Context: an optimization exercise on an open-source flow, tuned for small area, a short achievable clock period and few clock cycles per item. The choices shown serve that exercise and are no tape-out recipe.
The RTL was checked by simulation tests, not by an equivalence proof against the original design.
Power figures rest on the tool's default switching activity, not on a simulated workload.

$ cat config.mk
export PLATFORM = sky130hd
export DESIGN_NAME = md5_core
export DESIGN_NICKNAME = md5_core
export VERILOG_FILES = /design/flow/design.v
export SDC_FILE = /design/flow/constraint.sdc
export NUM_CORES = 4
export LEC_CHECK = 0
export CAP_MARGIN = 20
export CORE_MARGIN = 2
export CORE_UTILIZATION = 40
export SLEW_MARGIN = 20
$ cat constraint.sdc
create_clock -name core_clock -period 11.0 [get_ports {clk}]
set_input_delay 2.2000 -clock core_clock [delete_from_list [all_inputs] [get_ports {clk}]]
set_output_delay 2.2000 -clock core_clock [all_outputs]
set_load 0.01 [all_outputs]
$ cat design.v
package md5_pkg;
    typedef logic [31:0] word_t;      
    typedef logic [5:0]  step_idx_t;  
    typedef logic [3:0]  msg_idx_t;   
    typedef logic [4:0]  shift_t;     
    typedef enum logic [1:0] {
        FUNC_F = 2'd0,
        FUNC_G = 2'd1,
        FUNC_H = 2'd2,
        FUNC_I = 2'd3
    } round_func_t;
    localparam int NUM_STEPS = 64;
    localparam word_t IV_A = 32'h67452301;
    localparam word_t IV_B = 32'hefcdab89;
    localparam word_t IV_C = 32'h98badcfe;
    localparam word_t IV_D = 32'h10325476;
endpackage
`timescale 1ns/1ps
module md5_msg_regs(
    input  logic              clk,
    input  logic              load_i,
    input  logic [511:0]      msg_i,
    input  md5_pkg::msg_idx_t msg_idx_i,
    output md5_pkg::word_t    msg_word_o
);
    md5_pkg::word_t words [16];
    always_ff @(posedge clk) begin
        if (load_i) begin
            for (int i = 0; i < 16; i++) begin
                words[i] <= msg_i[i*32 +: 32];
            end
        end
    end
    assign msg_word_o = words[msg_idx_i];  
endmodule
`timescale 1ns/1ps
module md5_step_sched(
    input  logic              clk,
    input  logic              reset_n,
    input  logic              start_i,
    output logic              init_o,       
    output logic              step_en_o,    
    output logic [1:0]        func_o,       
    output md5_pkg::shift_t   shift_amt_o,
    output md5_pkg::word_t    t_const_o,    
    output logic              finish_o,     
    output md5_pkg::msg_idx_t msg_idx_o
);
    logic       busy;     
    logic       fin_q;    
    md5_pkg::step_idx_t  cnt;
    logic [1:0] round;
    md5_pkg::msg_idx_t   idx;      
    md5_pkg::word_t      t_const;
    assign round = cnt[5:4];
    assign idx   = cnt[3:0];
    assign init_o    = start_i && !busy && !fin_q;  
    assign step_en_o = busy;
    assign finish_o  = fin_q;
    always_ff @(posedge clk) begin
        if (!reset_n) begin
            busy  <= 1'b0;
            fin_q <= 1'b0;
            cnt   <= '0;
        end else begin
            fin_q <= 1'b0;
            if (init_o) begin
                busy <= 1'b1;
                cnt  <= '0;
            end else if (busy) begin
                cnt <= cnt + 1'b1;
                if (cnt == md5_pkg::step_idx_t'(md5_pkg::NUM_STEPS - 1)) begin
                    busy  <= 1'b0;
                    fin_q <= 1'b1;
                end
            end
        end
    end
    assign func_o      = round;
    always_comb begin
        case ({round, idx[1:0]})
            4'd0:    shift_amt_o = 5'd7;
            4'd1:    shift_amt_o = 5'd12;
            4'd2:    shift_amt_o = 5'd17;
            4'd3:    shift_amt_o = 5'd22;
            4'd4:    shift_amt_o = 5'd5;
            4'd5:    shift_amt_o = 5'd9;
            4'd6:    shift_amt_o = 5'd14;
            4'd7:    shift_amt_o = 5'd20;
            4'd8:    shift_amt_o = 5'd4;
            4'd9:    shift_amt_o = 5'd11;
            4'd10:   shift_amt_o = 5'd16;
            4'd11:   shift_amt_o = 5'd23;
            4'd12:   shift_amt_o = 5'd6;
            4'd13:   shift_amt_o = 5'd10;
            4'd14:   shift_amt_o = 5'd15;
            default: shift_amt_o = 5'd21;
        endcase
    end
    assign t_const_o   = t_const;
    always_comb begin
        case (round)
            2'd0:    msg_idx_o = idx;
            2'd1:    msg_idx_o = idx * 4'd5 + 4'd1;
            2'd2:    msg_idx_o = idx * 4'd3 + 4'd5;
            default: msg_idx_o = idx * 4'd7;
        endcase
    end
    always_comb begin
        case (cnt)
            6'd0:    t_const = 32'hd76aa478;
            6'd1:    t_const = 32'he8c7b756;
            6'd2:    t_const = 32'h242070db;
            6'd3:    t_const = 32'hc1bdceee;
            6'd4:    t_const = 32'hf57c0faf;
            6'd5:    t_const = 32'h4787c62a;
            6'd6:    t_const = 32'ha8304613;
            6'd7:    t_const = 32'hfd469501;
            6'd8:    t_const = 32'h698098d8;
            6'd9:    t_const = 32'h8b44f7af;
            6'd10:   t_const = 32'hffff5bb1;
            6'd11:   t_const = 32'h895cd7be;
            6'd12:   t_const = 32'h6b901122;
            6'd13:   t_const = 32'hfd987193;
            6'd14:   t_const = 32'ha679438e;
            6'd15:   t_const = 32'h49b40821;
            6'd16:   t_const = 32'hf61e2562;  
            6'd17:   t_const = 32'hc040b340;
            6'd18:   t_const = 32'h265e5a51;
            6'd19:   t_const = 32'he9b6c7aa;
            6'd20:   t_const = 32'hd62f105d;
            6'd21:   t_const = 32'h02441453;
            6'd22:   t_const = 32'hd8a1e681;
            6'd23:   t_const = 32'he7d3fbc8;
            6'd24:   t_const = 32'h21e1cde6;
            6'd25:   t_const = 32'hc33707d6;
            6'd26:   t_const = 32'hf4d50d87;
            6'd27:   t_const = 32'h455a14ed;
            6'd28:   t_const = 32'ha9e3e905;
            6'd29:   t_const = 32'hfcefa3f8;
            6'd30:   t_const = 32'h676f02d9;
            6'd31:   t_const = 32'h8d2a4c8a;
            6'd32:   t_const = 32'hfffa3942;  
            6'd33:   t_const = 32'h8771f681;
            6'd34:   t_const = 32'h6d9d6122;
            6'd35:   t_const = 32'hfde5380c;
            6'd36:   t_const = 32'ha4beea44;
            6'd37:   t_const = 32'h4bdecfa9;
            6'd38:   t_const = 32'hf6bb4b60;
            6'd39:   t_const = 32'hbebfbc70;
            6'd40:   t_const = 32'h289b7ec6;
            6'd41:   t_const = 32'heaa127fa;
            6'd42:   t_const = 32'hd4ef3085;
            6'd43:   t_const = 32'h04881d05;
            6'd44:   t_const = 32'hd9d4d039;
            6'd45:   t_const = 32'he6db99e5;
            6'd46:   t_const = 32'h1fa27cf8;
            6'd47:   t_const = 32'hc4ac5665;
            6'd48:   t_const = 32'hf4292244;  
            6'd49:   t_const = 32'h432aff97;
            6'd50:   t_const = 32'hab9423a7;
            6'd51:   t_const = 32'hfc93a039;
            6'd52:   t_const = 32'h655b59c3;
            6'd53:   t_const = 32'h8f0ccc92;
            6'd54:   t_const = 32'hffeff47d;
            6'd55:   t_const = 32'h85845dd1;
            6'd56:   t_const = 32'h6fa87e4f;
            6'd57:   t_const = 32'hfe2ce6e0;
            6'd58:   t_const = 32'ha3014314;
            6'd59:   t_const = 32'h4e0811a1;
            6'd60:   t_const = 32'hf7537e82;
            6'd61:   t_const = 32'hbd3af235;
            6'd62:   t_const = 32'h2ad7d2bb;
            default: t_const = 32'heb86d391;
        endcase
    end
endmodule
`timescale 1ns/1ps
module md5_round_datapath(
    input  logic           clk,
    input  logic           reset_n,
    input  logic           init_i,
    input  logic           step_en_i,
    input  logic [1:0]     func_i,
    input  md5_pkg::shift_t shift_amt_i,
    input  md5_pkg::word_t t_const_i,
    input  logic           finish_i,
    input  md5_pkg::word_t msg_word_i,
    output logic [127:0]   digest_o,
    output logic           done_o
);
    md5_pkg::word_t a;
    md5_pkg::word_t b;
    md5_pkg::word_t c;
    md5_pkg::word_t d;
    md5_pkg::word_t func_out;
    md5_pkg::word_t sum;
    md5_pkg::word_t rot;
    md5_pkg::word_t new_b;
    always_comb begin
        case (func_i)
            2'd0:  func_out = (b & c) | (~b & d);
            2'd1:  func_out = (b & d) | (c & ~d);
            2'd2:  func_out = b ^ c ^ d;
            default: func_out = c ^ (b | ~d);
        endcase
    end
    assign sum   = a + func_out + msg_word_i + t_const_i;
    assign rot   = (sum << shift_amt_i) | (sum >> (6'd32 - {1'b0, shift_amt_i}));
    assign new_b = b + rot;
    always_ff @(posedge clk) begin
        if (init_i) begin
            a <= md5_pkg::IV_A;
            b <= md5_pkg::IV_B;
            c <= md5_pkg::IV_C;
            d <= md5_pkg::IV_D;
        end else if (step_en_i) begin
            a <= d;      
            d <= c;
            c <= b;
            b <= new_b;
        end
    end
    always_ff @(posedge clk) begin
        if (!reset_n) begin
            digest_o <= '0;
            done_o   <= 1'b0;
        end else begin
            done_o <= finish_i;
            if (finish_i) begin
                digest_o <= {md5_pkg::IV_D + d, md5_pkg::IV_C + c, md5_pkg::IV_B + b, md5_pkg::IV_A + a};  
            end
        end
    end
endmodule
`timescale 1ns/1ps
module md5_core(
    input  logic         clk,
    input  logic         reset_n,
    input  logic         start_i,
    input  logic [511:0] msg_i,
    output logic [127:0] digest_o,
    output logic         done_o
);
    md5_pkg::msg_idx_t msg_idx;
    md5_pkg::word_t    msg_word;
    logic        init;
    logic        step_en;
    logic [1:0]  func;
    md5_pkg::shift_t      shift_amt;
    md5_pkg::word_t       t_const;
    logic        finish;
    md5_step_sched u_sched (
        .clk       (clk),
        .reset_n   (reset_n),
        .start_i   (start_i),
        .init_o      (init),
        .step_en_o   (step_en),
        .func_o      (func),
        .shift_amt_o (shift_amt),
        .t_const_o   (t_const),
        .finish_o    (finish),
        .msg_idx_o (msg_idx)
    );
    md5_msg_regs u_msg (
        .clk        (clk),
        .load_i     (init),
        .msg_i      (msg_i),
        .msg_idx_i  (msg_idx),
        .msg_word_o (msg_word)
    );
    md5_round_datapath u_dp (
        .clk        (clk),
        .reset_n    (reset_n),
        .init_i      (init),
        .step_en_i   (step_en),
        .func_i      (func),
        .shift_amt_i (shift_amt),
        .t_const_i   (t_const),
        .finish_i    (finish),
        .msg_word_i (msg_word),
        .digest_o   (digest_o),
        .done_o     (done_o)
    );
endmodule
$ cat run.sh
#!/bin/bash
# synth_recipe.tcl (not shown) runs the flow's synth.tcl, then flattens the netlist and writes it again
# the make line also repeats each setting of config.mk as NAME=value (left out here)
make -C /OpenROAD-flow-scripts/flow DESIGN_CONFIG=/design/flow/config.mk WORK_HOME=/design/flow/orfs CLKGATE_MAP_FILE= SYNTH_SCRIPT=/design/flow/synth_recipe.tcl finish
==> results.py <==
metrics = {
    "finish": {
        "multi_input_area_mm2": 0.0217,
        "fin_cells": 6782,
        "layout.cells.most_common": "clkdlybuf4s50_1",
        "fill_cells": 10100,
        "nets": 5865,
        "final_area_mm2": 0.0571,
        "post-route-util_pct": 51.5,
        "seq_area_mm2": 0.0214,
        "areaGrowthSynthToFinish_pct": 27.3,
        "mostFrequentLayoutCells": "clkdlybuf4s50_1 (643), edfxtp_1 (512), nand2_1 (449)",
        "layout-drive-gt1-share_pct": 9.54,
    },
    "die": {
        "die_w_um": 339,
        "die_h_um": 339,
        "core_region_area_mm2": 0.111,
        "rows": 122,
        "start_util_pct": 40.5,
        "boundaryPins": 644,
        "die_area_mm2": 0.115,
    },
    "global_routing": {
        "overflow": 0,
        "grt_first_pass_wirelength_um": 270000,
        "grt_max_degree": 194,
        "grt_use_total_pct": 31.9,
        "antenna_found_initial": 29,
        "grt_pass1_vias": 37500,
    },
    "synth": {
        "synth_cells": 4608,
        "syn_area_mm2": 0.0449,
        "synth_edf_count": 512,
        "synthArstFlopShare_pct": 0,
        "ys.flop_type": "edfxtp_1",
        "ys_seq_elements": 814,
        "syn_nets": 5279,
        "syn_area_per_cell_um2": 9.74,
        "synth.distinct_cells": 97,
        "yosysWarnings": 4,
        "ys_seq_area_share_pct": 47.7,
    },
    "cts": {
        "cts_buffers": 92,
        "cts_tree": "yes",
        "cts.root.buffer_cell": "clkbuf_16",
        "clock_latency_ps": 700,
        "numClockSinks": 814,
        "h-tree-depth": 3,
        "cts_max_path_buffers": 3,
        "clk_pin_slew_ps": 60,
    },
    "sta": {
        "finalCriticalPeriod_ps": 10520,
        "fin_hold_ws_ps": 478,
        "slew_headroom_pct": 24.5,
        "fin_setup_tns_ps": 0,
        "fin_ws_ps": 479,
        "tightest_slew_ps": 1130,
        "clock.fmax_mhz": 95.0,
        "period_share_pct": 95.6,
        "report.final.hold_viol_count": 0,
        "setup_viol_count_final": 0,
        "drv_slew": 0,
        "finClkSkew_ps": 46.1,
    },
    "power": {
        "internal_power_mw": 10.2,
        "seq_power_share_pct": 21.0,
        "leakage_nw": 21.1,
        "irDropWorstVdd_uv": 277,
        "clkPwrFrac_pct": 16.5,
        "switching_share_pct": 44.8,
        "finalPower_mw": 18.5,
        "power_density_mw_per_mm2": 324,
        "combPwrFrac_pct": 62.6,
        "p_sw_mw": 8.30,
    },
    "setup_path": {
        "crit_buf_inv": 5,
        "path_delay_family": "compound AO/OA/AOI/OAI gates",
        "path_class": "reg2reg",
        "crit_arrival_ps": 11080,
        "rr_worst_depth": 42,
        "reg2reg_to": "u_dp.b[29]$_SDFFE_PP1P_",
        "r2r-start": "u_sched.cnt[1]$_SDFFE_PP0P_",
        "cp-start-kind": "flip-flop",
        "crit_path_end_kind": "flip-flop",
        "slowest_delay_ps": 580,
        "cpMaxStageDelayCell": "or4_4",
        "ff2ff_setup_slack_ps": 480,
        "critical_path_required_ps": 11560,
        "cp_max_fo": 13,
    },
    "placed_design": {
        "pre_cts_ws_ps": 121,
        "dp.cells": 6576,
        "dpl_cell_area_mm2": 0.0537,
        "hpwl_um": 146000,
        "io_buffers": 643,
        "finalWeightedCongestion": 0.965,
    },
    "run": {
        "drv_cap": 0,
    },
    "route": {
        "dr.pass1.iters": 6,
        "first_iter_violations": 4498,
        "drc_errors": 0,
        "via_count": 39700,
        "ant_nets": 0,
        "via_per_inst": 5.85,
        "drt-total-wl_um": 190000,
        "wire_per_inst_um": 28.0,
    },
    "hold_path": {
        "hold_depth": 2,
        "hp-start": "u_dp.digest_o[47]$_SDFFE_PN0P_",
        "holdPathEnd": "u_dp.digest_o[47]$_SDFFE_PN0P_",
        "hp-class": "reg2reg",
    },
    "outcome": {
        "status": "timing/DRC/antenna clean",
    },
}
==> state kept, by name, summed over array words and instances, names as in the netlist <==
signal and count:
u_dp.d 32, u_dp.t_const_i 32, u_sched.busy 1, u_dp.c 32, u_dp.a 32, u_sched.cnt 6, u_dp.b 32, u_sched.fin_q 1
u_dp.shift_amt_i 5, u_msg.words 512, u_dp.digest_o 128, u_dp.done_o 1
==> power by group through the flow <==
| stage | combinational [mW] | sequential [mW] | clock, mW |
|---|---|---|---|
| finish | 11.6 | 3.88 | 3.05 |
| global route | 12.5 | 3.89 | 3.21 |
| CTS | 11.1 | 3.87 | 3.09 |
| detailed placement | 11.0 | 3.93 | 0 |
| global placement | 11.0 | 3.93 | 0 |
| floorplan | 7.36 | 3.70 | 0 |
==> cells in the mapped netlist (all sizes together), types with 7 or more instances <==
cell type / number / area (um^2)
o211ai: 38 / 285
or3: 16 / 105
fa: 65 / 1300
buf: 63 / 262
mux2: 20 / 225
ha: 91 / 1140
nor3b: 36 / 270
nor4: 13 / 81.3
a22oi: 126 / 946
dfxtp: 302 / 6050
or2: 7 / 43.8
nand2: 453 / 1700
a21oi: 363 / 1820
and3: 17 / 106
xor2: 104 / 918
o22a: 29 / 254
nor2b: 13 / 81.3
o31ai: 12 / 90.1
xnor2: 109 / 973
a221o: 7 / 70.1
o2111ai: 12 / 111
mux2i: 217 / 2180
o21ai: 296 / 1480
a311oi: 21 / 184
and2: 11 / 68.8
nand4: 42 / 263
inv: 205 / 769
mux4: 26 / 586
nand2b: 17 / 106
o21a: 20 / 150
a211o: 8 / 70.1
edfxtp: 512 / 15400
clkbuf: 313 / 1170
a211oi: 74 / 556
o22ai: 28 / 175
nand3: 84 / 425
nor3: 126 / 631
o221ai: 22 / 193
o21bai: 14 / 105
a221oi: 37 / 324
a31oi: 59 / 375
nor2: 436 / 1640
a22o: 14 / 123
a21o: 30 / 225
==> layer usage <==
| layer | global-route usage [%] | routed length [um] |
|---|---|---|
| met5 | 0 | 52 |
| met4 | 14.1 | 9890 |
| met3 | 4.51 | 13900 |
| met2 | 52.9 | 89800 |
| met1 | 41.5 | 76000 |
==> layout make-up <==
type                       instances  share of cell area, %
multi-input combinational       3209                   38.0
tap                             1488                   3.26
inverter                         210                   1.40
antenna                           23                  0.101
sequential                       814                   37.5
timing repair buffer             867                   14.5
clock buffer                     115                   4.20
clock inverter                    56                   1.00
==> worst max-delay path by stage <==
| stage | from | end | cells past startpoint |
|---|---|---|---|
| 2_1_floorplan | u_sched.cnt[0]$_SDFFE_PP0P_ | u_dp.b[29]$_SDFFE_PP1P_ | 46 |
| 3_3_place_gp | u_sched.cnt[2]$_SDFFE_PP0P_ | u_dp.b[30]$_SDFFE_PP1P_ | 45 |
| 3_5_place_dp | u_sched.cnt[2]$_SDFFE_PP0P_ | u_dp.b[30]$_SDFFE_PP1P_ | 46 |
| 4_1_cts | u_sched.cnt[2]$_SDFFE_PP0P_ | u_dp.b[30]$_SDFFE_PP1P_ | 46 |
| 5_1_grt | u_sched.cnt[0]$_SDFFE_PP0P_ | u_dp.b[29]$_SDFFE_PP1P_ | 46 |
| 6_report | u_sched.cnt[1]$_SDFFE_PP0P_ | u_dp.b[29]$_SDFFE_PP1P_ | 42 |
==> what timing repair did <==
| action | CTS | global route |
|---|---|---|
| setup endpoints to repair | 0 | 15 |
| hold buffers | 0 | 0 |
| gates resized for setup | 0 | 56 |
| buffers inserted | 0 | 10 |
==> worst reg2reg max path, delay by kind of cell (launching register included) <==
kind / cells / cell delay [ps]
buffers and inverters: 5 / 570
muxes: 2 / 890
AOI/OAI and AO/OA: 18 / 3860
DFF: 1 / 330
and+or+nand+nor: 8 / 1810
xor gates and xnor gates: 3 / 470
adders and majority gates: 6 / 2490
==> cell families after synthesis <==
kind of cell | after synthesis | share of synthesized area, %
xor+xnor | 213 | 4.21
buf+inv | 586 | 4.95
mux | 263 | 6.65
compound gates | 1285 | 18.4
flops | 814 | 47.7
simple gates | 1291 | 12.7
fa+ha+maj | 156 | 5.43
Testbench counts, summed over its fixed seeds: cycles 12,680, items 192.

[port drivers added, routing unchanged]
No port has a modelled driver above. Below, the same layout with a new extraction and two added sets of constraints. Step 1 sets driving cells, clkbuf_16 on the clock port and buf_2 on the other inputs (assumed; they add their load-dependent delay and slew). Step 2 times the ports against the registers' clock, not the clock port: input delays grow and output delays shrink by t, the midpoint of the rising clock arrivals with the driver on. a / b / c = ideal / step 1 / step 2; a / b = the first two.
shift t [ns]: 0.747
setup slack, ns: 0.479 / 0.479 / 0.479
worst setup path at the end: register to register
clock arrival spread, ns: 0.046 / 0.046
worst data-port slew with drivers (ns): 0.17
After both steps this run still meets setup and hold. For this run, drivers alone change the setup slack by 0.000 ns; drivers and shift together by 0.000 ns.
